From an optimization exercise on the open Yosys and OpenROAD flow, aimed at small area, a short achievable clock period and few clock cycles per item; shortcuts taken in it are not production practice.
In this exercise RTL edits were held to simulation tests only and were not proved equivalent to the original.
Power and IR drop assume default switching activity.

## flow/design.v

```verilog
package conv1d_pkg;
  localparam int ADDR_W   = 7;
  localparam int DATA_W   = 32;
  localparam int SAMPLE_W = 8;
  localparam int NUM_TAPS = 4;
  localparam int COUNT_W  = 7;
  localparam int SUM_W    = 18;
  localparam logic [7:0] REG_CTRL   = 8'h00;
  localparam logic [7:0] REG_STATUS = 8'h04;
  localparam logic [7:0] REG_TAPS   = 8'h08;
  localparam logic [7:0] REG_SRC    = 8'h0C;
  localparam logic [7:0] REG_DST    = 8'h10;
  localparam logic [7:0] REG_COUNT  = 8'h14;
endpackage
module conv1d_fa (
  input  logic a,
  input  logic b,
  input  logic c,
  output logic s,
  output logic co
);
  assign s  = a ^ b ^ c;
  assign co = (a & b) | (a & c) | (b & c);
endmodule
module conv1d_datapath (
  input  logic [3:0][3:0] x_i,
  input  logic [3:0][7:0] t_i,
  input  logic [2:0][17:4] f_n_i,
  output logic [2:0][17:0] r_n_o
);
  logic [3:0][3:0][7:0] pp;
  always_comb begin
    for (int k = 0; k < 4; k++) begin
      for (int i = 0; i < 4; i++) begin
        for (int j = 0; j < 8; j++) begin
          pp[k][i][j] = ~(x_i[k][i] & t_i[k][j]);
        end
      end
    end
  end
  logic s0, c0, s1, c1, s2, c2, s3, c3;
  logic s4, c4, s5, c5, s6, c6, s7, c7;
  logic s8, c8, s9, c9, s10, c10, s11, c11;
  logic s12, c12, s13, c13, s14, c14, s15, c15;
  logic s16, c16, s17, c17, s18, c18, s19, c19;
  logic s20, c20, s21, c21, s22, c22, s23, c23;
  logic s24, c24, s25, c25, s26, c26, s27, c27;
  logic s28, c28, s29, c29, s30, c30, s31, c31;
  logic s32, c32, s33, c33, s34, c34, s35, c35;
  logic s36, c36, s37, c37, s38, c38, s39, c39;
  logic s40, c40, s41, c41, s42, c42, s43, c43;
  logic s44, c44, s45, c45, s46, c46, s47, c47;
  logic s48, c48, s49, c49, s50, c50, s51, c51;
  logic s52, c52, s53, c53, s54, c54, s55, c55;
  logic s56, c56, s57, c57, s58, c58, s59, c59;
  logic s60, c60, s61, c61, s62, c62, s63, c63;
  logic s64, c64, s65, c65, s66, c66, s67, c67;
  logic s68, c68, s69, c69, s70, c70, s71, c71;
  logic s72, c72, s73, c73, s74, c74, s75, c75;
  logic s76, c76, s77, c77, s78, c78, s79, c79;
  logic s80, c80, s81, c81, s82, c82, s83, c83;
  logic s84, c84, s85, c85, s86, c86, s87, c87;
  logic s88, c88, s89, c89, s90, c90, s91, c91;
  logic s92, c92, s93, c93, s94, c94, s95, c95;
  logic s96, c96, s97, c97, s98, c98, s99, c99;
  logic s100, c100, s101, c101, s102, c102, s103, c103;
  logic s104, c104, s105, c105, s106, c106, s107, c107;
  logic s108, c108, s109, c109, s110, c110, s111, c111;
  logic s112, c112, s113, c113, s114, c114, s115, c115;
  logic s116, c116, s117, c117, s118, c118, s119, c119;
  logic s120, c120, s121, c121, s122, c122, s123, c123;
  conv1d_fa u_fa1 (.a(pp[0][0][3]), .b(pp[0][1][2]), .c(pp[0][2][1]), .s(s0), .co(c0));
  conv1d_fa u_fa2 (.a(pp[0][3][0]), .b(pp[1][0][3]), .c(pp[1][1][2]), .s(s1), .co(c1));
  conv1d_fa u_fa3 (.a(pp[0][0][4]), .b(pp[0][1][3]), .c(pp[0][2][2]), .s(s2), .co(c2));
  conv1d_fa u_fa4 (.a(pp[0][3][1]), .b(pp[1][0][4]), .c(pp[1][1][3]), .s(s3), .co(c3));
  conv1d_fa u_fa5 (.a(pp[1][2][2]), .b(pp[1][3][1]), .c(pp[2][0][4]), .s(s4), .co(c4));
  conv1d_fa u_fa6 (.a(pp[2][1][3]), .b(pp[2][2][2]), .c(pp[2][3][1]), .s(s5), .co(c5));
  conv1d_fa u_fa7 (.a(pp[0][0][5]), .b(pp[0][1][4]), .c(pp[0][2][3]), .s(s6), .co(c6));
  conv1d_fa u_fa8 (.a(pp[0][3][2]), .b(pp[1][0][5]), .c(pp[1][1][4]), .s(s7), .co(c7));
  conv1d_fa u_fa9 (.a(pp[1][2][3]), .b(pp[1][3][2]), .c(pp[2][0][5]), .s(s8), .co(c8));
  conv1d_fa u_fa10 (.a(pp[2][1][4]), .b(pp[2][2][3]), .c(pp[2][3][2]), .s(s9), .co(c9));
  conv1d_fa u_fa11 (.a(pp[3][0][5]), .b(pp[3][1][4]), .c(pp[3][2][3]), .s(s10), .co(c10));
  conv1d_fa u_fa12 (.a(pp[0][0][6]), .b(pp[0][1][5]), .c(pp[0][2][4]), .s(s11), .co(c11));
  conv1d_fa u_fa13 (.a(pp[0][3][3]), .b(pp[1][0][6]), .c(pp[1][1][5]), .s(s12), .co(c12));
  conv1d_fa u_fa14 (.a(pp[1][2][4]), .b(pp[1][3][3]), .c(pp[2][0][6]), .s(s13), .co(c13));
  conv1d_fa u_fa15 (.a(pp[2][1][5]), .b(pp[2][2][4]), .c(pp[2][3][3]), .s(s14), .co(c14));
  conv1d_fa u_fa16 (.a(pp[3][0][6]), .b(pp[3][1][5]), .c(pp[3][2][4]), .s(s15), .co(c15));
  conv1d_fa u_fa17 (.a(pp[3][3][3]), .b(f_n_i[0][6]), .c(f_n_i[1][6]), .s(s16), .co(c16));
  conv1d_fa u_fa18 (.a(pp[0][0][7]), .b(pp[0][1][6]), .c(pp[0][2][5]), .s(s17), .co(c17));
  conv1d_fa u_fa19 (.a(pp[0][3][4]), .b(pp[1][0][7]), .c(pp[1][1][6]), .s(s18), .co(c18));
  conv1d_fa u_fa20 (.a(pp[1][2][5]), .b(pp[1][3][4]), .c(pp[2][0][7]), .s(s19), .co(c19));
  conv1d_fa u_fa21 (.a(pp[2][1][6]), .b(pp[2][2][5]), .c(pp[2][3][4]), .s(s20), .co(c20));
  conv1d_fa u_fa22 (.a(pp[3][0][7]), .b(pp[3][1][6]), .c(pp[3][2][5]), .s(s21), .co(c21));
  conv1d_fa u_fa23 (.a(pp[3][3][4]), .b(f_n_i[0][7]), .c(f_n_i[1][7]), .s(s22), .co(c22));
  conv1d_fa u_fa24 (.a(pp[0][1][7]), .b(pp[0][2][6]), .c(pp[0][3][5]), .s(s23), .co(c23));
  conv1d_fa u_fa25 (.a(pp[1][1][7]), .b(pp[1][2][6]), .c(pp[1][3][5]), .s(s24), .co(c24));
  conv1d_fa u_fa26 (.a(pp[2][1][7]), .b(pp[2][2][6]), .c(pp[2][3][5]), .s(s25), .co(c25));
  conv1d_fa u_fa27 (.a(pp[3][1][7]), .b(pp[3][2][6]), .c(pp[3][3][5]), .s(s26), .co(c26));
  conv1d_fa u_fa28 (.a(pp[0][2][7]), .b(pp[0][3][6]), .c(pp[1][2][7]), .s(s27), .co(c27));
  conv1d_fa u_fa29 (.a(pp[0][0][2]), .b(pp[0][1][1]), .c(pp[0][2][0]), .s(s28), .co(c28));
  conv1d_fa u_fa30 (.a(pp[1][0][2]), .b(pp[1][1][1]), .c(pp[1][2][0]), .s(s29), .co(c29));
  conv1d_fa u_fa31 (.a(pp[1][2][1]), .b(pp[1][3][0]), .c(pp[2][0][3]), .s(s30), .co(c30));
  conv1d_fa u_fa32 (.a(pp[2][1][2]), .b(pp[2][2][1]), .c(pp[2][3][0]), .s(s31), .co(c31));
  conv1d_fa u_fa33 (.a(pp[3][0][3]), .b(pp[3][1][2]), .c(pp[3][2][1]), .s(s32), .co(c32));
  conv1d_fa u_fa34 (.a(pp[3][0][4]), .b(pp[3][1][3]), .c(pp[3][2][2]), .s(s33), .co(c33));
  conv1d_fa u_fa35 (.a(pp[3][3][1]), .b(f_n_i[0][4]), .c(f_n_i[1][4]), .s(s34), .co(c34));
  conv1d_fa u_fa36 (.a(f_n_i[2][4]), .b(c0), .c(c1), .s(s35), .co(c35));
  conv1d_fa u_fa37 (.a(s2), .b(s3), .c(s4), .s(s36), .co(c36));
  conv1d_fa u_fa38 (.a(pp[3][3][2]), .b(f_n_i[0][5]), .c(f_n_i[1][5]), .s(s37), .co(c37));
  conv1d_fa u_fa39 (.a(f_n_i[2][5]), .b(c2), .c(c3), .s(s38), .co(c38));
  conv1d_fa u_fa40 (.a(c4), .b(c5), .c(s6), .s(s39), .co(c39));
  conv1d_fa u_fa41 (.a(s7), .b(s8), .c(s9), .s(s40), .co(c40));
  conv1d_fa u_fa42 (.a(f_n_i[2][6]), .b(c6), .c(c7), .s(s41), .co(c41));
  conv1d_fa u_fa43 (.a(c8), .b(c9), .c(c10), .s(s42), .co(c42));
  conv1d_fa u_fa44 (.a(s11), .b(s12), .c(s13), .s(s43), .co(c43));
  conv1d_fa u_fa45 (.a(s14), .b(s15), .c(s16), .s(s44), .co(c44));
  conv1d_fa u_fa46 (.a(f_n_i[2][7]), .b(c11), .c(c12), .s(s45), .co(c45));
  conv1d_fa u_fa47 (.a(c13), .b(c14), .c(c15), .s(s46), .co(c46));
  conv1d_fa u_fa48 (.a(s17), .b(s18), .c(s19), .s(s47), .co(c47));
  conv1d_fa u_fa49 (.a(s20), .b(s21), .c(c16), .s(s48), .co(c48));
  conv1d_fa u_fa50 (.a(f_n_i[0][8]), .b(f_n_i[1][8]), .c(f_n_i[2][8]), .s(s49), .co(c49));
  conv1d_fa u_fa51 (.a(c17), .b(c18), .c(c19), .s(s50), .co(c50));
  conv1d_fa u_fa52 (.a(c20), .b(c21), .c(s23), .s(s51), .co(c51));
  conv1d_fa u_fa53 (.a(s24), .b(s25), .c(s26), .s(s52), .co(c52));
  conv1d_fa u_fa54 (.a(pp[1][3][6]), .b(pp[2][2][7]), .c(pp[2][3][6]), .s(s53), .co(c53));
  conv1d_fa u_fa55 (.a(pp[3][2][7]), .b(pp[3][3][6]), .c(f_n_i[0][9]), .s(s54), .co(c54));
  conv1d_fa u_fa56 (.a(f_n_i[1][9]), .b(f_n_i[2][9]), .c(c23), .s(s55), .co(c55));
  conv1d_fa u_fa57 (.a(c24), .b(c25), .c(c26), .s(s56), .co(c56));
  conv1d_fa u_fa58 (.a(pp[0][3][7]), .b(pp[1][3][7]), .c(pp[2][3][7]), .s(s57), .co(c57));
  conv1d_fa u_fa59 (.a(pp[3][3][7]), .b(f_n_i[0][10]), .c(f_n_i[1][10]), .s(s58), .co(c58));
  conv1d_fa u_fa60 (.a(pp[0][0][1]), .b(pp[0][1][0]), .c(pp[1][0][1]), .s(s59), .co(c59));
  conv1d_fa u_fa61 (.a(pp[2][0][2]), .b(pp[2][1][1]), .c(pp[2][2][0]), .s(s60), .co(c60));
  conv1d_fa u_fa62 (.a(pp[3][0][2]), .b(pp[3][1][1]), .c(pp[3][2][0]), .s(s61), .co(c61));
  conv1d_fa u_fa63 (.a(pp[3][3][0]), .b(c28), .c(c29), .s(s62), .co(c62));
  conv1d_fa u_fa64 (.a(s30), .b(s31), .c(s32), .s(s63), .co(c63));
  conv1d_fa u_fa65 (.a(c30), .b(c31), .c(c32), .s(s64), .co(c64));
  conv1d_fa u_fa66 (.a(s33), .b(s5), .c(s34), .s(s65), .co(c65));
  conv1d_fa u_fa67 (.a(c33), .b(s10), .c(c34), .s(s66), .co(c66));
  conv1d_fa u_fa68 (.a(s37), .b(c35), .c(c36), .s(s67), .co(c67));
  conv1d_fa u_fa69 (.a(s38), .b(s39), .c(s40), .s(s68), .co(c68));
  conv1d_fa u_fa70 (.a(c37), .b(c38), .c(c39), .s(s69), .co(c69));
  conv1d_fa u_fa71 (.a(c40), .b(s41), .c(s42), .s(s70), .co(c70));
  conv1d_fa u_fa72 (.a(s43), .b(s44), .c(1'b1), .s(s71), .co(c71));
  conv1d_fa u_fa73 (.a(s22), .b(c41), .c(c42), .s(s72), .co(c72));
  conv1d_fa u_fa74 (.a(c43), .b(s45), .c(s46), .s(s73), .co(c73));
  conv1d_fa u_fa75 (.a(s47), .b(c44), .c(s48), .s(s74), .co(c74));
  conv1d_fa u_fa76 (.a(c22), .b(s49), .c(c45), .s(s75), .co(c75));
  conv1d_fa u_fa77 (.a(c46), .b(c47), .c(s50), .s(s76), .co(c76));
  conv1d_fa u_fa78 (.a(s51), .b(s52), .c(c48), .s(s77), .co(c77));
  conv1d_fa u_fa79 (.a(s53), .b(s27), .c(c49), .s(s78), .co(c78));
  conv1d_fa u_fa80 (.a(s54), .b(c50), .c(c51), .s(s79), .co(c79));
  conv1d_fa u_fa81 (.a(c52), .b(s55), .c(s56), .s(s80), .co(c80));
  conv1d_fa u_fa82 (.a(f_n_i[2][10]), .b(c53), .c(c27), .s(s81), .co(c81));
  conv1d_fa u_fa83 (.a(s57), .b(c54), .c(s58), .s(s82), .co(c82));
  conv1d_fa u_fa84 (.a(c55), .b(c56), .c(1'b1), .s(s83), .co(c83));
  conv1d_fa u_fa85 (.a(f_n_i[0][11]), .b(f_n_i[1][11]), .c(f_n_i[2][11]), .s(s84), .co(c84));
  conv1d_fa u_fa86 (.a(pp[1][1][0]), .b(pp[2][0][1]), .c(pp[2][1][0]), .s(s85), .co(c85));
  conv1d_fa u_fa87 (.a(c59), .b(s60), .c(s61), .s(s86), .co(c86));
  conv1d_fa u_fa88 (.a(c60), .b(c61), .c(s0), .s(s87), .co(c87));
  conv1d_fa u_fa89 (.a(s1), .b(s62), .c(s63), .s(s88), .co(c88));
  conv1d_fa u_fa90 (.a(c62), .b(c63), .c(s64), .s(s89), .co(c89));
  conv1d_fa u_fa91 (.a(s35), .b(s36), .c(s65), .s(s90), .co(c90));
  conv1d_fa u_fa92 (.a(c64), .b(c65), .c(s66), .s(s91), .co(c91));
  conv1d_fa u_fa93 (.a(s67), .b(s68), .c(1'b1), .s(s92), .co(c92));
  conv1d_fa u_fa94 (.a(c66), .b(c67), .c(c68), .s(s93), .co(c93));
  conv1d_fa u_fa95 (.a(s69), .b(s70), .c(s71), .s(s94), .co(c94));
  conv1d_fa u_fa96 (.a(c69), .b(c70), .c(s72), .s(s95), .co(c95));
  conv1d_fa u_fa97 (.a(s73), .b(c71), .c(s74), .s(s96), .co(c96));
  conv1d_fa u_fa98 (.a(c72), .b(c73), .c(s75), .s(s97), .co(c97));
  conv1d_fa u_fa99 (.a(s76), .b(c74), .c(s77), .s(s98), .co(c98));
  conv1d_fa u_fa100 (.a(s78), .b(c75), .c(c76), .s(s99), .co(c99));
  conv1d_fa u_fa101 (.a(s79), .b(s80), .c(c77), .s(s100), .co(c100));
  conv1d_fa u_fa102 (.a(s81), .b(c78), .c(s82), .s(s101), .co(c101));
  conv1d_fa u_fa103 (.a(c79), .b(c80), .c(s83), .s(s102), .co(c102));
  conv1d_fa u_fa104 (.a(c57), .b(c58), .c(s84), .s(s103), .co(c103));
  conv1d_fa u_fa105 (.a(c81), .b(c82), .c(c83), .s(s104), .co(c104));
  conv1d_fa u_fa106 (.a(f_n_i[0][12]), .b(f_n_i[1][12]), .c(f_n_i[2][12]), .s(s105), .co(c105));
  conv1d_fa u_fa107 (.a(pp[0][0][0]), .b(pp[1][0][0]), .c(pp[2][0][0]), .s(s106), .co(c106));
  conv1d_fa u_fa108 (.a(pp[3][0][1]), .b(pp[3][1][0]), .c(s85), .s(s107), .co(c107));
  conv1d_fa u_fa109 (.a(c85), .b(s28), .c(s29), .s(s108), .co(c108));
  conv1d_fa u_fa110 (.a(c86), .b(s87), .c(s88), .s(s109), .co(c109));
  conv1d_fa u_fa111 (.a(c87), .b(c88), .c(s89), .s(s110), .co(c110));
  conv1d_fa u_fa112 (.a(c89), .b(c90), .c(s91), .s(s111), .co(c111));
  conv1d_fa u_fa113 (.a(c91), .b(c92), .c(s93), .s(s112), .co(c112));
  conv1d_fa u_fa114 (.a(c93), .b(s95), .c(c94), .s(s113), .co(c113));
  conv1d_fa u_fa115 (.a(c95), .b(s97), .c(c96), .s(s114), .co(c114));
  conv1d_fa u_fa116 (.a(c97), .b(s99), .c(c98), .s(s115), .co(c115));
  conv1d_fa u_fa117 (.a(c99), .b(s101), .c(s102), .s(s116), .co(c116));
  conv1d_fa u_fa118 (.a(s103), .b(c101), .c(c102), .s(s117), .co(c117));
  conv1d_fa u_fa119 (.a(c84), .b(s105), .c(c103), .s(s118), .co(c118));
  conv1d_fa u_fa120 (.a(f_n_i[0][13]), .b(f_n_i[1][13]), .c(f_n_i[2][13]), .s(s119), .co(c119));
  conv1d_fa u_fa121 (.a(f_n_i[0][14]), .b(f_n_i[1][14]), .c(f_n_i[2][14]), .s(s120), .co(c120));
  conv1d_fa u_fa122 (.a(f_n_i[0][15]), .b(f_n_i[1][15]), .c(f_n_i[2][15]), .s(s121), .co(c121));
  conv1d_fa u_fa123 (.a(f_n_i[0][16]), .b(f_n_i[1][16]), .c(f_n_i[2][16]), .s(s122), .co(c122));
  conv1d_fa u_fa124 (.a(f_n_i[0][17]), .b(f_n_i[1][17]), .c(f_n_i[2][17]), .s(s123), .co(c123));
  assign r_n_o[0][0] = pp[3][0][0];
  assign r_n_o[1][0] = s106;
  assign r_n_o[2][0] = 1'b1;
  assign r_n_o[0][1] = c106;
  assign r_n_o[1][1] = s59;
  assign r_n_o[2][1] = s107;
  assign r_n_o[0][2] = c107;
  assign r_n_o[1][2] = s108;
  assign r_n_o[2][2] = s86;
  assign r_n_o[0][3] = c108;
  assign r_n_o[1][3] = s109;
  assign r_n_o[2][3] = 1'b1;
  assign r_n_o[0][4] = s90;
  assign r_n_o[1][4] = c109;
  assign r_n_o[2][4] = s110;
  assign r_n_o[0][5] = c110;
  assign r_n_o[1][5] = s92;
  assign r_n_o[2][5] = s111;
  assign r_n_o[0][6] = c111;
  assign r_n_o[1][6] = s94;
  assign r_n_o[2][6] = s112;
  assign r_n_o[0][7] = s96;
  assign r_n_o[1][7] = c112;
  assign r_n_o[2][7] = s113;
  assign r_n_o[0][8] = s98;
  assign r_n_o[1][8] = c113;
  assign r_n_o[2][8] = s114;
  assign r_n_o[0][9] = s100;
  assign r_n_o[1][9] = c114;
  assign r_n_o[2][9] = s115;
  assign r_n_o[0][10] = c100;
  assign r_n_o[1][10] = s116;
  assign r_n_o[2][10] = c115;
  assign r_n_o[0][11] = s104;
  assign r_n_o[1][11] = c116;
  assign r_n_o[2][11] = s117;
  assign r_n_o[0][12] = c104;
  assign r_n_o[1][12] = s118;
  assign r_n_o[2][12] = c117;
  assign r_n_o[0][13] = c105;
  assign r_n_o[1][13] = s119;
  assign r_n_o[2][13] = c118;
  assign r_n_o[0][14] = c119;
  assign r_n_o[1][14] = s120;
  assign r_n_o[2][14] = 1'b1;
  assign r_n_o[0][15] = c120;
  assign r_n_o[1][15] = s121;
  assign r_n_o[2][15] = 1'b1;
  assign r_n_o[0][16] = c121;
  assign r_n_o[1][16] = s122;
  assign r_n_o[2][16] = 1'b1;
  assign r_n_o[0][17] = c122;
  assign r_n_o[1][17] = s123;
  assign r_n_o[2][17] = 1'b1;
endmodule
`timescale 1ns/1ps
module conv1d_top (
  input  logic        clk,
  input  logic        rst_n,
  input  logic        psel_i,
  input  logic        penable_i,
  input  logic        pwrite_i,
  input  logic [7:0]  paddr_i,
  input  logic [31:0] pwdata_i,
  output logic [31:0] prdata_o,
  output logic        pready_o,
  output logic        pslverr_o,
  output logic        mem_req_o,
  output logic        mem_we_o,
  output logic [6:0]  mem_addr_o,
  output logic [31:0] mem_wdata_o,
  input  logic [31:0] mem_rdata_i,
  output logic        done_o
);
  localparam int SW = conv1d_pkg::SUM_W;
  logic sel_ctrl_q, sel_stat_q, sel_taps_q, sel_src_q, sel_dst_q, sel_cnt_q, bad_q;
  always_ff @(posedge clk) begin
    sel_ctrl_q <= (paddr_i == conv1d_pkg::REG_CTRL);
    sel_stat_q <= (paddr_i == conv1d_pkg::REG_STATUS);
    sel_taps_q <= (paddr_i == conv1d_pkg::REG_TAPS);
    sel_src_q  <= (paddr_i == conv1d_pkg::REG_SRC);
    sel_dst_q  <= (paddr_i == conv1d_pkg::REG_DST);
    sel_cnt_q  <= (paddr_i == conv1d_pkg::REG_COUNT);
    bad_q      <= !(paddr_i == conv1d_pkg::REG_CTRL  || paddr_i == conv1d_pkg::REG_STATUS ||
                    paddr_i == conv1d_pkg::REG_TAPS  || paddr_i == conv1d_pkg::REG_SRC ||
                    paddr_i == conv1d_pkg::REG_DST   || paddr_i == conv1d_pkg::REG_COUNT);
  end
  logic wr;
  assign wr        = psel_i & penable_i & pwrite_i;
  assign pready_o  = 1'b1;
  assign pslverr_o = bad_q;
  logic [31:0] taps_q;
  logic [6:0]  src_q, dst_q, cnt_q;
  always_ff @(posedge clk or posedge rst_n) begin
    if (rst_n) begin
      taps_q <= '0;
      src_q  <= '0;
      dst_q  <= '0;
      cnt_q  <= '0;
    end else begin
      if (wr && sel_taps_q) taps_q <= pwdata_i;
      if (wr && sel_src_q)  src_q  <= pwdata_i[6:0];
      if (wr && sel_dst_q)  dst_q  <= pwdata_i[6:0];
      if (wr && sel_cnt_q)  cnt_q  <= pwdata_i[6:0];
    end
  end
  logic       run_q;      
  logic       done_q;
  logic       req_q, we_q;
  logic       ph_q;       
  logic [1:0] fs_q;       
  logic [6:0] wl_q;       
  logic [6:0] rdp_q, wrp_q;
  logic       rv_q;       
  logic start, setup_start, idle;
  logic spec_q;           
  assign start       = wr & sel_ctrl_q & pwdata_i[0] & ~run_q;
  assign setup_start = psel_i & ~penable_i & pwrite_i & (paddr_i == conv1d_pkg::REG_CTRL) &
                       pwdata_i[0] & ~run_q & (cnt_q != '0);
  assign idle        = ~run_q & ~spec_q;
  logic       rd_now, wr_now;
  logic [6:0] wl_d;
  assign rd_now = req_q & ~we_q;
  assign wr_now = req_q & we_q;
  assign wl_d   = wl_q - {6'd0, wr_now};
  logic nx_rd, nx_wr, last;
  always_comb begin
    nx_rd = 1'b0;
    nx_wr = 1'b0;
    last  = 1'b0;
    if (run_q || (start && spec_q)) begin
      if (!ph_q) begin
        nx_rd = fs_q[1] || (wl_d > ((fs_q == 2'd1) ? 7'd1 : 7'd2));
      end else if (fs_q == 2'd3) begin
        nx_rd = 1'b1;
      end else if (fs_q == 2'd0) begin
        nx_wr = 1'b1;
        last  = (wl_q == 7'd1);
      end
    end
  end
  always_ff @(posedge clk or posedge rst_n) begin
    if (rst_n) begin
      run_q  <= 1'b0;
      done_q <= 1'b0;
      req_q  <= 1'b0;
      spec_q <= 1'b0;
    end else begin
      spec_q <= setup_start;
      if (start) begin
        run_q  <= (cnt_q != '0);
        done_q <= (cnt_q == '0);
      end else if (last) begin
        run_q  <= 1'b0;
        done_q <= 1'b1;
      end
      req_q <= setup_start | (start & ~spec_q & (cnt_q != '0)) | nx_rd | nx_wr;
    end
  end
  logic ph_d;
  assign ph_d = idle ? 1'b0 : ~ph_q;
  always_ff @(posedge clk) ph_q <= ph_d;
  always_ff @(posedge clk) begin
    rv_q <= rd_now;
    if (idle) begin
      we_q  <= 1'b0;
      fs_q  <= 2'd3;
      wl_q  <= cnt_q;
      rdp_q <= src_q;
      wrp_q <= dst_q;
    end else begin
      we_q <= nx_wr;
      if (ph_q && fs_q != 2'd0) fs_q <= fs_q - 2'd1;
      wl_q <= wl_d;
      if (rd_now) rdp_q <= rdp_q + 7'd1;
      if (wr_now) wrp_q <= wrp_q + 7'd1;
    end
  end
  assign mem_req_o  = req_q;
  assign mem_we_o   = we_q;
  assign mem_addr_o = we_q ? wrp_q : rdp_q;
  logic [3:0][7:0] w_q;
  logic [3:0][7:0] w_src;
  always_comb begin
    for (int k = 0; k < 3; k++) w_src[k] = rv_q ? w_q[k+1] : w_q[k];
    w_src[3] = rv_q ? (ph_q ? {mem_rdata_i[3:0], mem_rdata_i[7:4]} : mem_rdata_i[7:0]) : w_q[3];
  end
  always_ff @(posedge clk) begin
    for (int k = 0; k < 4; k++) w_q[k] <= {w_src[k][3:0], w_src[k][7:4]};
  end
  logic [3:0][3:0] xn;
  always_comb begin
    for (int k = 0; k < 4; k++) xn[k] = w_q[k][3:0];
  end
  logic [2:0][SW-1:0]   r_n_q, r_n_d;
  logic [2:0][SW-1:4]   f_n;
  always_comb begin
    for (int r = 0; r < 3; r++) f_n[r] = r_n_q[r][SW-5:0] | {(SW-4){ph_q}};
  end
  conv1d_datapath u_dp (
    .x_i   (xn),
    .t_i   (taps_q),
    .f_n_i (f_n),
    .r_n_o (r_n_d)
  );
  always_ff @(posedge clk) r_n_q <= r_n_d;
  logic [SW-1:0] res_q;
  always_ff @(posedge clk) begin
    res_q <= ~(r_n_q[0] + r_n_q[1] + r_n_q[2] + SW'(2));
  end
  assign mem_wdata_o = {{(32-SW){1'b0}}, res_q};
  always_comb begin
    prdata_o = '0;
    prdata_o |= {32{sel_taps_q}} & taps_q;
    prdata_o[6:0] |= ({7{sel_src_q}} & src_q) | ({7{sel_dst_q}} & dst_q) | ({7{sel_cnt_q}} & cnt_q);
    prdata_o[1:0] |= {2{sel_stat_q}} & {done_q, run_q};
  end
  assign done_o = done_q;
endmodule
```

## flow/flow/run.sh

```bash
#!/bin/bash
# Standard layout, with the smallest plain buffer on the ports.
set -euo pipefail
export BUFFER_PORTS_ARGS="-buffer_cell sky130_fd_sc_hd__buf_1"
bash standard.sh > standard.log 2>&1
```

## flow/standard.sh

```bash
#!/bin/bash
# synth_recipe.tcl (not shown) runs the flow's synth.tcl, then flattens the netlist and writes it again
# the make line also repeats each setting of config.mk as NAME=value (left out here)
make -C /OpenROAD-flow-scripts/flow DESIGN_CONFIG=/design/flow/config.mk WORK_HOME=/design/flow/orfs CLKGATE_MAP_FILE= SYNTH_SCRIPT=/design/flow/synth_recipe.tcl "${@:-finish}"
```

## flow/config.mk

```make
export PLATFORM = sky130hd
export DESIGN_NAME = conv1d_top
export DESIGN_NICKNAME = conv1d_top
export VERILOG_FILES = /design/flow/design.v
export SDC_FILE = /design/flow/constraint.sdc
export NUM_CORES = 4
export LEC_CHECK = 0
export CAP_MARGIN = 20
export CORE_MARGIN = 2
export CORE_UTILIZATION = 40
export SETUP_SLACK_MARGIN = 4.5
export SLEW_MARGIN = 20
export SYNTH_HIERARCHICAL = 1
export SYNTH_MINIMUM_KEEP_SIZE = 0
```

## flow/constraint.sdc

```tcl
create_clock -name core_clock -period 8.0 [get_ports {clk}]
set_input_delay 1.6000 -clock core_clock [delete_from_list [all_inputs] [get_ports {clk}]]
set_output_delay 1.6000 -clock core_clock [all_outputs]
set_load 0.01 [all_outputs]
```

==> results of run 1 <==
## layout by cell type, fill, tap and decap left out, types with 5 or more instances in the layout
master	n
a21o_1	8
a21oi_1	39
a22oi_1	12
and2_1	26
and3_1	5
buf_1	113
clkbuf_16	17
clkinv_8	8
conb_1	24
dfrtp_1	57
dfxtp_1	122
edfxtp_1	14
fa_1	141
ha_1	29
inv_1	17
mux2_2	86
mux2i_1	8
nand2_1	160
nand3_1	10
nor2_1	47
nor3_1	5
o21ai_0	8
or2_2	43
xnor2_1	20
xor2_1	11
## critical path: stages, from the launching register on
cell,delay [ns]
dfxtp_1,0.65
nand2_1,0.18
fa_1,0.60
fa_1,0.44
fa_1,0.48
fa_1,0.40
fa_1,0.46
## sequential cells by signal, summed over array words and instances, names as in the netlist, 2 cells and up
register and flops:
r_n_q 54, taps_q 32, w_q 32, res_q 18, cnt_q 7, dst_q 7, rdp_q 7, src_q 7
wl_q 7, wrp_q 7, fs_q 2
## worst max-delay path by stage
stage / end / cells after the start / slack (ns) / startpoint
floorplan: r_n_q[43] / 9 / 4.60 / ph_q
global placement: r_n_q[43] / 6 / 4.72 / w_q[27]
detailed placement: r_n_q[43] / 6 / 4.69 / w_q[27]
CTS: r_n_q[43] / 6 / 4.69 / w_q[27]
global route: r_n_q[43] / 6 / 4.57 / w_q[27]
finish: r_n_q[43] / 6 / 4.67 / w_q[27]
## logic make-up after synthesis
logic type,count (synthesis),share of synthesized area
AOI/OAI and AO/OA,94,0.05264
xor gates and xnor gates,31,0.02289
adders and majority gates,170,0.2686
buffers and inverters,129,0.07321
DFF,194,0.3633
muxes,94,0.08840
other,3,0.0009493
and+or+nand+nor,324,0.1301
## modules after synthesis, one instance, submodules excluded
module / cells / copies in the design
conv1d_top: 716 / 1
conv1d_datapath: 199 / 1
conv1d_fa: 1 / 124
## power breakdown
part	internal (uW)	switching, uW
logic	180	233
registers	1050	34.4
clock network	438	473
## layout make-up
class	count	area (sq um)	area share
flip-flops and latches	194	4310	0.3387
clock inverters	15	219.0	0.01720
multi-input cells	737	6763	0.5314
clock buffers	17	425.4	0.03343
well taps	390	488.0	0.03834
repair buffers	117	454.2	0.03569
inverters	18	67.56	0.005309
## stage by stage
| step | hold slack (ns) | power, uW | setup slack [ns] |
|---|---|---|---|
| after floorplan | 0.4340 | 1443 | 4.600 |
| after global placement | 0.4391 | 1514 | 4.724 |
| after detailed placement | 0.4412 | 1521 | 4.694 |
| after CTS | 0.4547 | 2440 | 4.694 |
| after global routing | 0.4698 | 2542 | 4.568 |
| final | 0.4572 | 2407 | 4.670 |
## metal layers
layer  up-vias  part of all wire  wire length [um]
met5         -                 0                 0
met1      3648              0.48             12280
met3        39             0.046              1184
met2       195              0.45             11620
li1       3441                 -                 -
met4         0             0.019               488
## repair_timing
item                                    CTS  global route
hold endpoints to repair                  0             0
endpoints found under the setup margin   32             0
resized for setup                         1             0
==> qor.txt, run 1 <==
run status -> complete, no violations
Routed Antenna Nets -> 0
met1 Usage GRT -> 0.2472
final clock skew -> 0.02344 ns
Post-Syn Area -> 11860 sq um
hpwl dp -> 19820 um
vias in the first global route -> 7584
maxcap violations -> 0
nets@finish -> 1332
dpl cell area -> 12080 sq um
met2 Use GR -> 0.2745
WL per Instance -> 17.19 um
CP arrival -> 3.65 ns
DIE HEIGHT -> 176.2 um
Layout Cells excl Fill -> 1488
H-tree depth -> 4
ys async rst share -> 0.2938
Final Wtd Congestion -> 0.8534
I/O pins -> 153
commonest cells in the netlist -> 160 x nand2_1, 141 x fa_1, 123 x dfxtp_1
Leak Pwr -> 0.004439 uW
initial DRC count -> 511
GR Util met3 -> 0.03381
initial antenna violation count -> 0
critical path type -> flop to flop
TritonCTS clock tree -> built
min-delay src -> w_q[6]
unrepaired setup endpoints after global routing -> no
Worst EP required -> 8.32 ns
gr usage total -> 0.1745
Via Count -> 7323
CTS root buffer -> clkbuf_16
Placed Cells -> 1456
Clock Latency Late Sink -> 0.45 ns
fraction of layout cells with a size suffix above 1 -> 0.1621
pwr dens -> 189.1 nW/um^2
Area Overhead vs Synth -> 7.300%
number of synthesized flops with an enable pin -> 14
Max Buffers Root-to-Sink -> 2
Worst VDD drop -> 0.1050 mV
reg-to-reg setup timing slack -> 4.67 ns
Final Hold Fails -> 0
Worst Reg2Reg Path Length in Cells -> 6
GR peak layer -> met2
first-pass GRT wire length -> 41580 um
most common flop cell mapped by yosys -> dfxtp_1
Remaining DRCs -> 0
register area share after synthesis -> 0.3633
most numerous cell in the Yosys netlist -> nand2_1
Yosys reg bits -> 194
GRT overflow -> 0
Tcrit/Tclk final -> 0.4163
CP Capture Type -> flop
Cell Rows -> 63
Min-Delay Path Class -> flop to flop
clk sink count -> 194
largest net degree at the start of global routing -> 58
Core ar. -> 29400 sq um
die width -> 176.2 um
Syn. warnings -> 8
Mean Syn Cell Area -> 11.42 sq um
Routed Wire Length -> 25580 um
Crit Path Max Fanout -> 10
CTS clock-pin slew for the worst setup and hold paths -> 0.09 ns
postcts setup bufs -> 0
worst reg2reg path startpoint -> w_q[27]
Worst setup SP type -> flop
Fill cells -> 2823
PortBufs -> 113
post-route setup TNS -> 0 ns
count of cell types in the netlist -> 60
vias per cell -> 4.921
initial core utilization -> 0.4034
actual slew at the worst max-slew pin -> 0.8487 ns
Gate Count Post-Synth -> 1039
Finished Core Util -> 0.4329
# setup viols final -> 0
Rel. slew slack -> 0.4342
Worst Hold Endpoint -> w_q[2]
r2r endpoint -> r_n_q[43]
Hold Path Cell Cnt -> 1
fmax -> 300.3 MHz
Pre-antenna DRT Iters -> 5
biggest area consumer among synthesized cells -> fa_1
die area -> 31050 sq um
largest cells by area after synthesis -> fa_1 24%, dfxtp_1 21%, dfrtp_1 12%
Post-Layout Inst Area -> 12730 sq um
CTS Buf Count -> 17
Max Slew Vio Count -> 0
ANT cells -> 0
cts hold-fix bufs -> 0
Tmin final -> 3.330 ns
share of the synthesized area in the top cell type -> 0.2380
Testbench counts, summed over its fixed seeds: cycles 5,000, items 1,988.
==> inputs of run 2 (changes only) <==
--- a/flow/config.mk
+++ b/flow/config.mk
@@ -8,7 +8,7 @@
 export CAP_MARGIN = 20
 export CORE_MARGIN = 2
 export CORE_UTILIZATION = 40
-export SETUP_SLACK_MARGIN = 4.5
+export SETUP_SLACK_MARGIN = 4.65
 export SLEW_MARGIN = 20
 export SYNTH_HIERARCHICAL = 1
 export SYNTH_MINIMUM_KEEP_SIZE = 0
==> run 2 against run 1 <==
Against the previous run: still clean on timing, DRC and antenna; final cell count unchanged; power increased by 1.2%; count of clock-buffer cells in the layout increased by 1; critical path type unchanged; largest power group unchanged.
==> qor.txt, run 2 <==
run status -> complete, no violations
Area Overhead vs Synth -> 7.447%
cts hold-fix bufs -> 0
initial antenna violation count -> 1
count of cell types in the netlist -> 60
largest net degree at the start of global routing -> 58
Tcrit/Tclk final -> 0.4103
ANT cells -> 0
CP Cell Sequence -> nand2_1 -> fa_1 -> fa_1 -> fa_1 -> fa_1 -> fa_1
Max Buffers Root-to-Sink -> 2
actual slew at the worst max-slew pin -> 0.8266 ns
Hold Path Cell Cnt -> 1
Final Hold Fails -> 0
Remaining DRCs -> 0
biggest area consumer among synthesized cells -> fa_1
DIE HEIGHT -> 176.2 um
nets@finish -> 1332
gr usage total -> 0.1730
TritonCTS clock tree -> built
first-pass GRT wire length -> 40990 um
max FFs per register -> 54
most numerous cell in the Yosys netlist -> nand2_1
CTS clock-pin slew for the worst setup and hold paths -> 0.08 ns
unrepaired setup endpoints after global routing -> yes
hpwl dp -> 19790 um
Via Count -> 7262
Leak Pwr -> 0.004446 uW
Clock Latency Late Sink -> 0.45 ns
Pre-antenna DRT Iters -> 6
most common cell after layout, fill and taps aside -> nand2_1
Fill cells -> 2799
Max Slew Vio Count -> 0
die area -> 31050 sq um
commonest non-fill, non-tap cells in the layout -> 160 x nand2_1, 141 x fa_1, 113 x buf_1
largest cells by area after synthesis -> fa_1 24%, dfxtp_1 21%, dfrtp_1 12%
Tmin final -> 3.283 ns
WL per Instance -> 17.07 um
register area share after synthesis -> 0.3633
share of the synthesized area in the top cell type -> 0.2380
Yosys reg bits -> 194
CTS Buf Count -> 17
commonest cells in the netlist -> 160 x nand2_1, 141 x fa_1, 123 x dfxtp_1
Min-Delay Path Class -> flop to flop
Worst Reg2Reg Path Length in Cells -> 6
pwr dens -> 191.1 nW/um^2
Post-Layout Inst Area -> 12740 sq um
Worst EP required -> 8.31 ns
fraction of layout cells with a size suffix above 1 -> 0.1712
initial core utilization -> 0.4034
Final Wtd Congestion -> 0.8596
PortBufs -> 113
Worst setup SP type -> flop
vias in the first global route -> 7398
Worst VDD drop -> 0.1359 mV
dpl cell area -> 12080 sq um
initial DRC count -> 488
critical path type -> flop to flop
final clock skew -> 0.02253 ns
CTS root buffer -> clkbuf_16
Biggest register -> r_n_q
Power Total -> 2436 uW
clk sink count -> 194
Syn. warnings -> 8
ys async rst share -> 0.2938
slowest CP cell -> dfxtp_1
Rel. slew slack -> 0.4489
Routed Antenna Nets -> 0
maxcap violations -> 0
reg-to-reg setup timing slack -> 4.72 ns
top flop regs -> r_n_q: 54 flops, taps_q: 32 flops, w_q: 32 flops
most common flop cell mapped by yosys -> dfxtp_1
fmax -> 304.6 MHz
WHS -> 0.4604 ns
Cell Rows -> 63
# setup viols final -> 0
PnR worst setup slack -> 4.717 ns
Routed Wire Length -> 25390 um
Core ar. -> 29400 sq um
H-tree depth -> 4
CP arrival -> 3.60 ns
Mean Syn Cell Area -> 11.42 sq um
die width -> 176.2 um
Post-Syn Area -> 11860 sq um
CP peak stage delay -> 0.63 ns
cell mode on critical path -> fa_1
post-route setup TNS -> 0 ns
Post-Place Worst Slack -> 4.663 ns
vias per cell -> 4.880
CP Capture Type -> flop
Gate Count Post-Synth -> 1039
number of synthesized flops with an enable pin -> 14
Crit Path Max Fanout -> 10
I/O pins -> 153
GRT overflow -> 0
postcts setup bufs -> 0
run 2: cell counts after synthesis:
Identical to the previous run, type by type.
run 2: routing by layer:
metal / track usage / routed length (um) / up-vias
li1: - / - / 3426
met1: 0.2461 / 11990 / 3621
met2: 0.2660 / 11630 / 191
met3: 0.03682 / 1426 / 24
met4: 0.05234 / 351 / 0
met5: 0 / 0 / -
run 2: logic make-up after synthesis:
family,Yosys count,synth area share
adders and majority gates,170,0.2686
buffers and inverters,129,0.07321
AOI/OAI and AO/OA,94,0.05264
DFF,194,0.3633
xor gates and xnor gates,31,0.02289
and+or+nand+nor,324,0.1301
other,3,0.0009493
muxes,94,0.08840
run 2: per-stage QoR:
stage	utilization	cells
after floorplan	-	1060
after global placement	0.4109	1456
after detailed placement	0.4109	1456
after CTS	0.4328	1488
after global routing	0.4335	1488
final	0.4335	1488
run 2: report_power, final:
part / switching, uW / internal, uW / leakage [uW] / total [uW]
sequential: 33.8 / 1050 / 0.00197 / 1080
clock: 428 / 512 / 0.000311 / 940
combinational: 233 / 181 / 0.00216 / 414
run 2: final cells by class:
cell class | instances | area (sq um) | share of cell area
multi-input combinational | 737 | 6763 | 0.5306
sequential | 194 | 4327 | 0.3395
tap | 390 | 488.0 | 0.03829
timing repair buffer | 117 | 457.9 | 0.03593
clock buffer | 18 | 429.2 | 0.03367
clock inverter | 14 | 212.7 | 0.01669
inverter | 18 | 67.56 | 0.005301
run 2: repair_timing:
item / CTS / global route
gates cloned: 0 / 0
endpoints found under the setup margin: 33 / 11
pin swaps: 0 / 0
gates resized for setup: 2 / 12
run 2: per-module statistics from Yosys, one instance, submodules excluded:
module,cells,copies in the design
conv1d_datapath,199,1
conv1d_fa,1,124
conv1d_top,716,1
run 2: path summary, 6_finish.rpt:
kind / from / end
worst max-delay path: w_q[26] / r_n_q[45]
worst min-delay path: w_q[4] / w_q[0]
worst max register to register: w_q[26] / r_n_q[45]
worst min register to register: w_q[4] / w_q[0]
max in group asynchronous: rst_n / src_q[6]
min in group asynchronous: rst_n / taps_q[7]
run 2: worst max-delay path, delay by kind of cell, from the launching register on:
kind          cells  cell delay [ns]
fa+ha+maj         5             2.37
flops             1             0.63
simple gates      1             0.14
==> inputs of run 3 (changes only) <==
--- a/flow/config.mk
+++ b/flow/config.mk
@@ -7,8 +7,8 @@
 export LEC_CHECK = 0
 export CAP_MARGIN = 20
 export CORE_MARGIN = 2
-export CORE_UTILIZATION = 40
-export SETUP_SLACK_MARGIN = 4.65
+export CORE_UTILIZATION = 55
+export SETUP_SLACK_MARGIN = 4.8
 export SLEW_MARGIN = 20
 export SYNTH_HIERARCHICAL = 1
 export SYNTH_MINIMUM_KEEP_SIZE = 0
==> run 3 against run 2 <==
Against the previous run: still clean on timing, DRC and antenna; fmax increased by 4.8%; combinational power down 1%; critical path depth is 1 higher; routed wire length fell by 0.20%; hold slack improved by 0.0054 ns; critical path type unchanged; largest power group unchanged.
==> qor.txt, run 3 <==
number of synthesized flops with an enable pin -> 14
largest cells by area after synthesis -> fa_1 24%, dfxtp_1 21%, dfrtp_1 12%
initial core utilization -> 0.5625
most common flop cell mapped by yosys -> dfxtp_1
Reg power frac -> 0.464
clk sink count -> 194
GRT overflow -> 0
gr usage total -> 0.2400
biggest area consumer among synthesized cells -> fa_1
clock share of power -> 0.360
worst reg2reg path startpoint -> ph_q
die area -> 22760 sq um
Rel. slew slack -> 0.4324
CTS Buf Count -> 17
DIE HEIGHT -> 150.9 um
Sw Pwr -> 658.9 uW
ANT cells -> 0
maxcap violations -> 0
final clock skew -> 0.01363 ns
count of cell types in the netlist -> 60
sw frac -> 0.2835
Final Wtd Congestion -> 0.8616
I/O pins -> 153
# setup viols final -> 0
Biggest register -> r_n_q
hpwl dp -> 19610 um
cell mode on critical path -> fa_2
Via Count -> 7468
Mean Syn Cell Area -> 11.42 sq um
most numerous cell in the Yosys netlist -> nand2_1
Tcrit/Tclk final -> 0.3917
Clock Latency Late Sink -> 0.44 ns
PortBufs -> 113
CP Capture Type -> flop
critical path type -> flop to flop
fraction of layout cells with a size suffix above 1 -> 0.2054
combinational family with the most area after synthesis -> adder cells
Yosys reg bits -> 194
Remaining DRCs -> 0
Pre-antenna DRT Iters -> 5
first-pass GRT wire length -> 40810 um
most common cell after layout, fill and taps aside -> nand2_1
Max Buffers Root-to-Sink -> 2
slowest CP cell -> fa_2
initial antenna violation count -> 0
H-tree depth -> 4
multiplexer share of the synthesized area -> 0.08840
unrepaired setup endpoints after global routing -> yes
Max Slew Vio Count -> 0
TritonCTS clock tree -> built
Routed Wire Length -> 25340 um
top flop regs -> r_n_q: 54 flops, taps_q: 32 flops, w_q: 32 flops
min-delay src -> w_q[6]
Worst EP required -> 8.30 ns
Worst Path Buf+Inv -> 1
post-route setup TNS -> 0 ns
Worst setup startpoint -> ph_q
Tmin final -> 3.134 ns
share of the synthesized area in the top cell type -> 0.2380
vias per cell -> 5.412
Synth Area in Simple Gates -> 0.1301
Crit Path Max Fanout -> 18
Min-Delay Path Class -> flop to flop
Cell Rows -> 53
Area Overhead vs Synth -> 7.078%
Internal Pwr Total -> 1666 uW
Final Hold Fails -> 0
Finished Core Util -> 0.6023
Top delay family on crit path -> adder cells
nets@finish -> 1339
initial DRC count -> 466
CTS root buffer -> clkbuf_16
actual slew at the worst max-slew pin -> 0.8497 ns
Gate Count Post-Synth -> 1039
post-synthesis xor/xnor area fraction -> 0.02289
Routed Antenna Nets -> 0
Post-Syn Area -> 11860 sq um
Leak Pwr -> 0.004448 uW
Core ar. -> 21090 sq um
Worst setup SP type -> flop
CP arrival -> 3.44 ns
commonest non-fill, non-tap cells in the layout -> 160 x nand2_1, 136 x fa_1, 113 x buf_1
CP Cell Sequence -> buf_12 -> or2_4 -> fa_2 -> fa_2 -> fa_1 -> fa_2 -> fa_1
max FFs per register -> 54
ys async rst share -> 0.2938
CTS clock-pin slew for the worst setup and hold paths -> 0.07 ns
Worst VDD drop -> 0.1347 mV
compound-gate portion of the synthesized area -> 0.05264
fmax -> 319.1 MHz
WL per Instance -> 18.37 um
die width -> 150.9 um
Syn. warnings -> 8
commonest cells in the netlist -> 160 x nand2_1, 141 x fa_1, 123 x dfxtp_1
run status -> complete, no violations
largest net degree at the start of global routing -> 58
pwr dens -> 183.0 nW/um^2
register area share after synthesis -> 0.3633
Combinational Power Share -> 0.176
vias in the first global route -> 7566
adder-cell area share of the yosys netlist -> 0.2686
CP peak stage delay -> 0.55 ns
run 3: cells by family after synthesis:
group | after synthesis
simple gates | 324
flops | 194
fa+ha+maj | 170
buf+inv | 129
compound gates | 94
mux | 94
xor+xnor | 31
other cells | 3
run 3: final timing paths:
path | end | slack, ns | cells past startpoint
min in group asynchronous | taps_q[30] | 1.37 | 3
setup reg to reg | r_n_q[43] | 4.87 | 7
max in group asynchronous | taps_q[5] | 6.09 | 3
setup / recovery | r_n_q[43] | 4.87 | 7
hold / removal | w_q[2] | 0.47 | 1
hold reg to reg | w_q[2] | 0.47 | 1
run 3: per-module statistics from Yosys, one instance, submodules excluded:
module           cells  flops+latches  cell area, sq um
conv1d_top         716            194              8309
conv1d_fa            1              0             20.02
conv1d_datapath    199              0              1070
run 3: power by group through the flow:
| stage | Combinational [uW] | Sequential, uW | Clock [uW] |
|---|---|---|---|
| 2_1_floorplan | 327 | 1120 | 0 |
| 3_3_place_gp | 408 | 1100 | 0 |
| 5_1_grt | 470 | 1090 | 902 |
| 6_report | 408 | 1080 | 837 |
| 4_1_cts | 412 | 1080 | 862 |
| 3_5_place_dp | 411 | 1100 | 0 |
run 3: area by class of cell:
cell class                 count  area, sq um
fill                        1815         8387
multi-input combinational    737         6780
sequential                   194         4385
timing repair buffer         124        536.8
clock buffer                  20        467.9
tap                          275        344.1
clock inverter                12        118.9
inverter                      18        67.56
run 3: through the flow:
stage          hold WS (ns)  setup WS (ns)  instances  cell area, sq um  power, uW
2_1_floorplan        0.4340          4.826       1060             11980       1444
3_3_place_gp         0.4372          4.239       1341             11950       1512
3_5_place_dp         0.4526          4.220       1341             11950       1515
4_1_cts              0.4673          4.775       1374             12580       2356
5_1_grt              0.4882          4.774       1380             12700       2463
6_report             0.4658          4.866       1380             12700       2324
run 3: repair_timing:
| action | CTS | global route |
|---|---|---|
| setup buffers | 1 | 5 |
| endpoints found under the setup margin | 49 | 17 |
| gates cloned | 0 | 1 |
| resized for setup | 21 | 34 |
| pin swaps | 0 | 1 |
| hold buffers | 0 | 0 |
| hold endpoints to repair | 0 | 0 |
run 3: per-layer routing:
layer	part of all wire	vias to the layer above	wire (um)	global-route usage
met1	0.47	3737	11790	0.3563
met5	0	-	0	0
met4	0.014	0	358	0.05187
li1	-	3452	-	-
met2	0.45	256	11530	0.3636
met3	0.066	23	1661	0.05542
==> inputs of run 4 (changes only) <==
--- a/flow/config.mk
+++ b/flow/config.mk
@@ -8,7 +8,7 @@
 export CAP_MARGIN = 20
 export CORE_MARGIN = 2
 export CORE_UTILIZATION = 55
-export SETUP_SLACK_MARGIN = 4.8
+export SETUP_SLACK_MARGIN = 4.9
 export SLEW_MARGIN = 20
 export SYNTH_HIERARCHICAL = 1
 export SYNTH_MINIMUM_KEEP_SIZE = 0
==> run 4 against run 3 <==
Against the previous run: flip-flop and latch count is the same; global-route usage grew 0.24 points; sequential share of layout area shrank 0.40 points; via count shrank 1.1%; non-clock buffer count grew 19.
==> qor.txt, run 4 <==
run status -> complete, no violations
largest net degree at the start of global routing -> 58
TritonCTS clock tree -> built
Post-Layout Inst Area -> 12920 sq um
final clock skew -> 0.01251 ns
WL per Instance -> 18.22 um
I/O pins -> 153
M1 wire length -> 11960 um
GRT overflow -> 0
fraction of layout cells with a size suffix above 1 -> 0.2420
unrepaired setup endpoints after global routing -> yes
slowest CP cell -> fa_2
CTS Buf Count -> 17
Max Buffers Root-to-Sink -> 2
max FFs per register -> 54
Reg power frac -> 0.458
pwr dens -> 181.6 nW/um^2
gr usage total -> 0.2424
Syn. warnings -> 8
initial antenna violation count -> 0
ys async rst share -> 0.2938
count of cell types in the netlist -> 60
Rel. slew slack -> 0.4704
Layout Cells excl Fill -> 1399
Mean Syn Cell Area -> 11.42 sq um
Final Wtd Congestion -> 0.8475
Crit Path Max Fanout -> 28
register area share after synthesis -> 0.3633
initial core utilization -> 0.5625
sw frac -> 0.2849
Area Overhead vs Synth -> 8.945%
Remaining DRCs -> 0
Sw Pwr -> 668.7 uW
clock share of power -> 0.364
cts hold-fix bufs -> 0
Post-Syn Area -> 11860 sq um
Core ar. -> 21090 sq um
min-delay src -> w_q[7]
biggest area consumer among synthesized cells -> fa_1
commonest cells in the netlist -> 160 x nand2_1, 141 x fa_1, 123 x dfxtp_1
clk sink count -> 194
CP peak stage delay -> 0.54 ns
dpl cell area -> 11950 sq um
most common flop cell mapped by yosys -> dfxtp_1
CTS root buffer -> clkbuf_16
number of synthesized flops with an enable pin -> 14
critical path type -> flop to flop
die width -> 150.9 um
DIE HEIGHT -> 150.9 um
most common cell after layout, fill and taps aside -> nand2_1
Final Hold Fails -> 0
Min-Delay Path Class -> flop to flop
Gate Count Post-Synth -> 1039
post-route setup TNS -> 0 ns
Pre-antenna DRT Iters -> 4
Cell Rows -> 53
H-tree depth -> 4
top sig layer -> met4
Routed Antenna Nets -> 0
Internal Pwr Total -> 1678 uW
worst reg2reg path startpoint -> ph_q
Via Count -> 7386
first-pass GRT wire length -> 41160 um
Worst setup startpoint -> ph_q
Tcrit/Tclk final -> 0.3965
die area -> 22760 sq um
cell mode on critical path -> fa_2
Max Slew Vio Count -> 0
commonest non-fill, non-tap cells in the layout -> 159 x nand2_1, 118 x fa_1, 112 x buf_1
initial DRC count -> 416
Yosys reg bits -> 194
fmax -> 315.3 MHz
Fill cells -> 1825
CP Capture Type -> flop
Combinational Power Share -> 0.177
routed length on met2 -> 11780 um
top flop regs -> r_n_q: 54 flops, taps_q: 32 flops, w_q: 32 flops
Routed Wire Length -> 25490 um
actual slew at the worst max-slew pin -> 0.7927 ns
Worst EP required -> 8.38 ns
most numerous cell in the Yosys netlist -> nand2_1
ANT cells -> 0
PortBufs -> 113
Power Total -> 2347 uW
DR WL met3 -> 1502 um
vias per cell -> 5.279
Tmin final -> 3.172 ns
hpwl dp -> 19370 um
# setup viols final -> 0
maxcap violations -> 0
Leak Pwr -> 0.004569 uW
Biggest register -> r_n_q
share of the synthesized area in the top cell type -> 0.2380
CP arrival -> 3.55 ns
Worst setup SP type -> flop
Worst VDD drop -> 0.1420 mV
CP Cell Sequence -> buf_12 -> or2_4 -> fa_2 -> fa_2 -> fa_1 -> fa_2 -> fa_2
nets@finish -> 1358
largest cells by area after synthesis -> fa_1 24%, dfxtp_1 21%, dfrtp_1 12%
Clock Latency Late Sink -> 0.44 ns
Placed Cells -> 1341
vias in the first global route -> 7660
CTS clock-pin slew for the worst setup and hold paths -> 0.08 ns
==> run 4: layer usage <==
metal	GRT usage	vias up
li1	-	3491
met1	0.3603	3647
met2	0.3768	228
met3	0.04036	20
met4	0.05514	0
met5	0	-
==> run 4: layout make-up <==
| class | count | area (sq um) | area share |
|---|---|---|---|
| multi-input combinational | 737 | 6828 | 0.5284 |
| sequential | 194 | 4410 | 0.3413 |
| timing repair buffer | 143 | 684.4 | 0.05296 |
| clock buffer | 19 | 442.9 | 0.03428 |
| tap | 275 | 344.1 | 0.02663 |
| clock inverter | 13 | 145.1 | 0.01123 |
| inverter | 18 | 67.56 | 0.005229 |
==> run 4: cell families (layout without fill, tap and decap cells) <==
kind of cell | Yosys count | after routing | share of synthesized area
AOI/OAI and AO/OA | 94 | 94 | 0.05264
xor gates and xnor gates | 31 | 31 | 0.02289
adders and majority gates | 170 | 170 | 0.2686
buffers and inverters | 129 | 193 | 0.07321
DFF | 194 | 194 | 0.3633
muxes | 94 | 94 | 0.08840
other | 3 | 24 | 0.0009493
and+or+nand+nor | 324 | 324 | 0.1301
==> run 4: critical path: cells and delay by family, from the launching register on <==
family | cells | cell delay [ns]
adder cells (fa/ha/maj) | 5 | 2.34
flip-flops | 1 | 0.36
AND/OR/NAND/NOR | 1 | 0.25
buffers and inverters | 1 | 0.15
==> run 4: power by group through the flow <==
stage | sequential, uW | clock [uW] | combinational (uW)
after floorplan | 1120 | 0 | 327
after global placement | 1100 | 0 | 407
after detailed placement | 1100 | 0 | 414
after CTS | 1080 | 879 | 417
after global routing | 1090 | 917 | 480
final | 1080 | 855 | 416
==> run 4: Yosys stat by module (local to each module, per instance) <==
module,area (sq um),flip-flops and latches,copies in the design,cells inside
conv1d_datapath,1070,0,1,199
conv1d_fa,20.02,0,124,1
conv1d_top,8309,194,1,716
==> run 4: through the flow <==
stage | util | setup WS (ns) | hold slack, ns
after floorplan | - | 4.845 | 0.4340
after global placement | 0.5668 | 4.654 | 0.4376
after detailed placement | 0.5668 | 4.616 | 0.4430
after CTS | 0.6018 | 4.799 | 0.4592
after global routing | 0.6128 | 4.768 | 0.4802
final | 0.6128 | 4.828 | 0.4591
==> run 4: worst paths after layout <==
path	slack, ns	cells after the start	to
worst max-delay path	4.83	7	r_n_q[43]
worst min-delay path	0.46	1	w_q[3]
worst max register to register	4.83	7	r_n_q[43]
worst min register to register	0.46	1	w_q[3]
max in group asynchronous	6.09	3	taps_q[4]
min in group asynchronous	1.35	3	taps_q[22]
==> run 4: timing repair <==
item,in CTS,in global routing
resized for setup,47,41
cloned,1,0
endpoints found under the setup margin,51,17
buffers inserted,5,20
pin swaps,3,15
==> inputs of run 5 (changes only) <==
--- a/flow/config.mk
+++ b/flow/config.mk
@@ -7,8 +7,8 @@
 export LEC_CHECK = 0
 export CAP_MARGIN = 20
 export CORE_MARGIN = 2
-export CORE_UTILIZATION = 55
-export SETUP_SLACK_MARGIN = 4.9
+export CORE_UTILIZATION = 75
+export SETUP_SLACK_MARGIN = 4.8
 export SLEW_MARGIN = 20
 export SYNTH_HIERARCHICAL = 1
 export SYNTH_MINIMUM_KEEP_SIZE = 0
==> run 5 against run 4 <==
Against the previous run: register-to-register slack better by 0.03 ns; setup slack worse by 0.0072 ns; synthesized area unchanged; clock power about the same; critical path type is now flop to output port.
==> qor.txt, run 5 <==
Routed Antenna Nets -> 0
worst reg2reg path startpoint -> taps_q[19]
Crit Path Max Fanout -> 8
Sw Pwr -> 678.2 uW
Worst EP required -> 6.40 ns
critical path type -> flop to output port
largest net degree at the start of global routing -> 58
commonest non-fill, non-tap cells in the layout -> 160 x nand2_1, 138 x fa_1, 113 x buf_1
initial antenna violation count -> 0
Reg power frac -> 0.459
Tmin final -> 3.179 ns
die area -> 16840 sq um
actual slew at the worst max-slew pin -> 0.7605 ns
Internal Pwr Total -> 1673 uW
die width -> 129.8 um
Yosys reg bits -> 194
Mean Syn Cell Area -> 11.42 sq um
pwr dens -> 187.2 nW/um^2
GRT overflow -> 0
nets@finish -> 1335
top flop regs -> r_n_q: 54 flops, taps_q: 32 flops, w_q: 32 flops
ys async rst share -> 0.2938
TritonCTS clock tree -> built
share of the synthesized area in the top cell type -> 0.2380
fraction of layout cells with a size suffix above 1 -> 0.2007
initial core utilization -> 0.7745
maxcap violations -> 0
commonest cells in the netlist -> 160 x nand2_1, 141 x fa_1, 123 x dfxtp_1
Combinational Power Share -> 0.178
Clock Latency Late Sink -> 0.43 ns
most common flop cell mapped by yosys -> dfxtp_1
Final Hold Fails -> 0
Worst setup SP type -> flop
Gate Count Post-Synth -> 1039
biggest area consumer among synthesized cells -> fa_1
fmax -> 314.5 MHz
clk sink count -> 194
Routed Wire Length -> 25310 um
CTS root buffer -> clkbuf_16
final clock skew -> 0.008750 ns
first-pass GRT wire length -> 40780 um
Final Wtd Congestion -> 0.9192
initial DRC count -> 652
Core ar. -> 15310 sq um
DIE HEIGHT -> 129.8 um
run status -> complete, no violations
max FFs per register -> 54
Area Overhead vs Synth -> 5.897%
reg-to-reg setup timing slack -> 4.86 ns
Max Slew Vio Count -> 0
Worst VDD drop -> 0.1425 mV
largest cells by area after synthesis -> fa_1 24%, dfxtp_1 21%, dfrtp_1 12%
CP arrival -> 1.58 ns
Post-Syn Area -> 11860 sq um
CTS Buf Count -> 17
Biggest register -> r_n_q
hpwl dp -> 18960 um
Leak Pwr -> 0.004420 uW
CTS clock-pin slew for the worst setup and hold paths -> 0.08 ns
clock share of power -> 0.363
# setup viols final -> 0
Max Buffers Root-to-Sink -> 2
Cell Rows -> 45
r2r endpoint -> r_n_q[42]
Rel. slew slack -> 0.4919
Pre-antenna DRT Iters -> 7
Hold Path Cell Cnt -> 1
ANT cells -> 0
I/O pins -> 153
unrepaired setup endpoints after global routing -> no
most numerous cell in the Yosys netlist -> nand2_1
PortBufs -> 113
number of synthesized flops with an enable pin -> 14
Worst setup startpoint -> sel_src_q
gr usage total -> 0.3254
vias per cell -> 5.794
Syn. warnings -> 8
CP Capture Type -> output port
Setup crit end -> prdata_o[1]
WL per Instance -> 19.29 um
Remaining DRCs -> 0
sw frac -> 0.2884
vias in the first global route -> 7868
Via Count -> 7602
Placed Cells -> 1277
register area share after synthesis -> 0.3633
WHS -> 0.4712 ns
Layout Cells excl Fill -> 1312
Min-Delay Path Class -> flop to flop
post-route setup TNS -> 0 ns
H-tree depth -> 4
Tcrit/Tclk final -> 0.3974
most common cell after layout, fill and taps aside -> nand2_1
Worst Reg2Reg Path Length in Cells -> 6
count of cell types in the netlist -> 60
[run 5: changes by cell type in the layout (fill, tap and decap cells not counted), moves of 2 or more]
cell | before | now
fa_1 | 118 | 138
fa_2 | 23 | 3
buf_4 | 24 | 6
dfxtp_4 | 18 | 10
dfxtp_2 | 3 | 9
dfrtp_1 | 33 | 38
dfrtp_2 | 24 | 19
inv_6 | 2 | 6
buf_2 | 3 | 0
dfxtp_1 | 102 | 104
inv_8 | 3 | 1
[run 5: final cells by class]
class                           count  area [sq um]
Clock buffer                       17         425.4
Inverter                           18         67.56
Multi-Input combinational cell    737          6775
Clock inverter                     15         166.4
Timing Repair Buffer              120         480.5
Fill cell                         960          2754
Sequential cell                   194          4382
Tap cell                          211         264.0
[run 5: metrics by stage]
| stage | utilization | setup WS (ns) | total power, uW | area [sq um] |
|---|---|---|---|---|
| 6_report | 0.8202 | 4.821 | 2351 | 12560 |
| 5_1_grt | 0.8202 | 4.767 | 2465 | 12560 |
| 4_1_cts | 0.8154 | 4.809 | 2360 | 12490 |
| 3_5_place_dp | 0.7751 | 4.440 | 1517 | 11870 |
| 3_3_place_gp | 0.7751 | 4.500 | 1502 | 11870 |
| 2_1_floorplan | - | 4.826 | 1444 | 11980 |
[run 5: kinds of logic after synthesis]
| family | after synthesis | synth area share |
|---|---|---|
| compound gates | 94 | 0.05264 |
| xor+xnor | 31 | 0.02289 |
| fa+ha+maj | 170 | 0.2686 |
| buf+inv | 129 | 0.07321 |
| flops | 194 | 0.3633 |
| mux | 94 | 0.08840 |
| other cells | 3 | 0.0009493 |
| simple gates | 324 | 0.1301 |
[run 5: worst min path at each step]
stage,from,to,slack (ns)
after floorplan,w_q[4],w_q[0],0.43
after global placement,w_q[7],w_q[3],0.44
after detailed placement,w_q[5],w_q[1],0.45
after CTS,w_q[6],w_q[2],0.46
after global routing,w_q[6],w_q[2],0.49
final,w_q[5],w_q[1],0.47
[run 5: metal layers]
layer  track usage  up-vias  part of all wire
li1              -     3437                 -
met1        0.4310     3751              0.39
met2        0.5242      353              0.49
met3       0.09266       61             0.090
met4        0.1132        0             0.030
met5             0        -                 0
[run 5: what timing repair did]
action	4_1_cts	5_1_grt
endpoints found under the setup margin	45	22
resized for setup	19	29
gates cloned	0	0
hold buffers	0	0
setup buffers	0	3
endpoints found under the hold margin	0	0
pin swaps	0	1
[run 5: Yosys stat by module (local to each module, per instance)]
module           copies in the design  cells  cell area (sq um)  flip-flops and latches
conv1d_fa                         124      1              20.02                       0
conv1d_datapath                     1    199               1070                       0
conv1d_top                          1    716               8309                     194
[run 5: critical path, stage by stage, from the launching register on]
cell and delay (ns):
dfxtp_1 0.40, a222oi_1 0.47, nand2_1 0.12, buf_1 0.15
[run 5: power groups by stage]
stage                     clock network [uW]  registers, uW  logic, uW
after floorplan                            0           1120        327
after global placement                     0           1100        399
after detailed placement                   0           1100        412
after CTS                                858           1080        418
after global routing                     903           1090        473
final                                    853           1080        418

## separate check: timing with driven ports
Ports are ideal in the flow. The routed layouts listed here were re-timed in OpenROAD.
Step 1 sets driving cells, clkbuf_16 on the clock port and buf_2 on the other inputs (assumed; they add their load-dependent delay and slew).
Step 2 adds t to the input delays and takes it off the output delays; t is the mean of the earliest and latest rising clock arrival at the registers after step 1. Input paths then give back, and output paths get back, about the clock's delay inside the block.
a / b / c = ideal / step 1 / step 2; a / b = the first two.
run	shift t [ns]	setup slack, ns	hold WS [ns]	worst setup path after step 2	slew at the worst register clock pin (ns)
run 1	0.488	4.670 / 4.670 / 4.670	0.457 / 0.457 / 0.457	register to register	0.10 / 0.10
run 2	0.487	4.717 / 4.717 / 4.717	0.460 / 0.460 / 0.460	register to register	0.08 / 0.08
run 3	0.473	4.866 / 4.858 / 4.866	0.466 / 0.466 / 0.466	register to register	0.08 / 0.08
run 4	0.478	4.828 / 4.828 / 4.828	0.459 / 0.459 / 0.459	register to register	0.08 / 0.08
run 5	0.472	4.821 / 4.779 / 4.865	0.471 / 0.471 / 0.471	register to register	0.08 / 0.08
After both steps setup and hold are still met in every run listed.
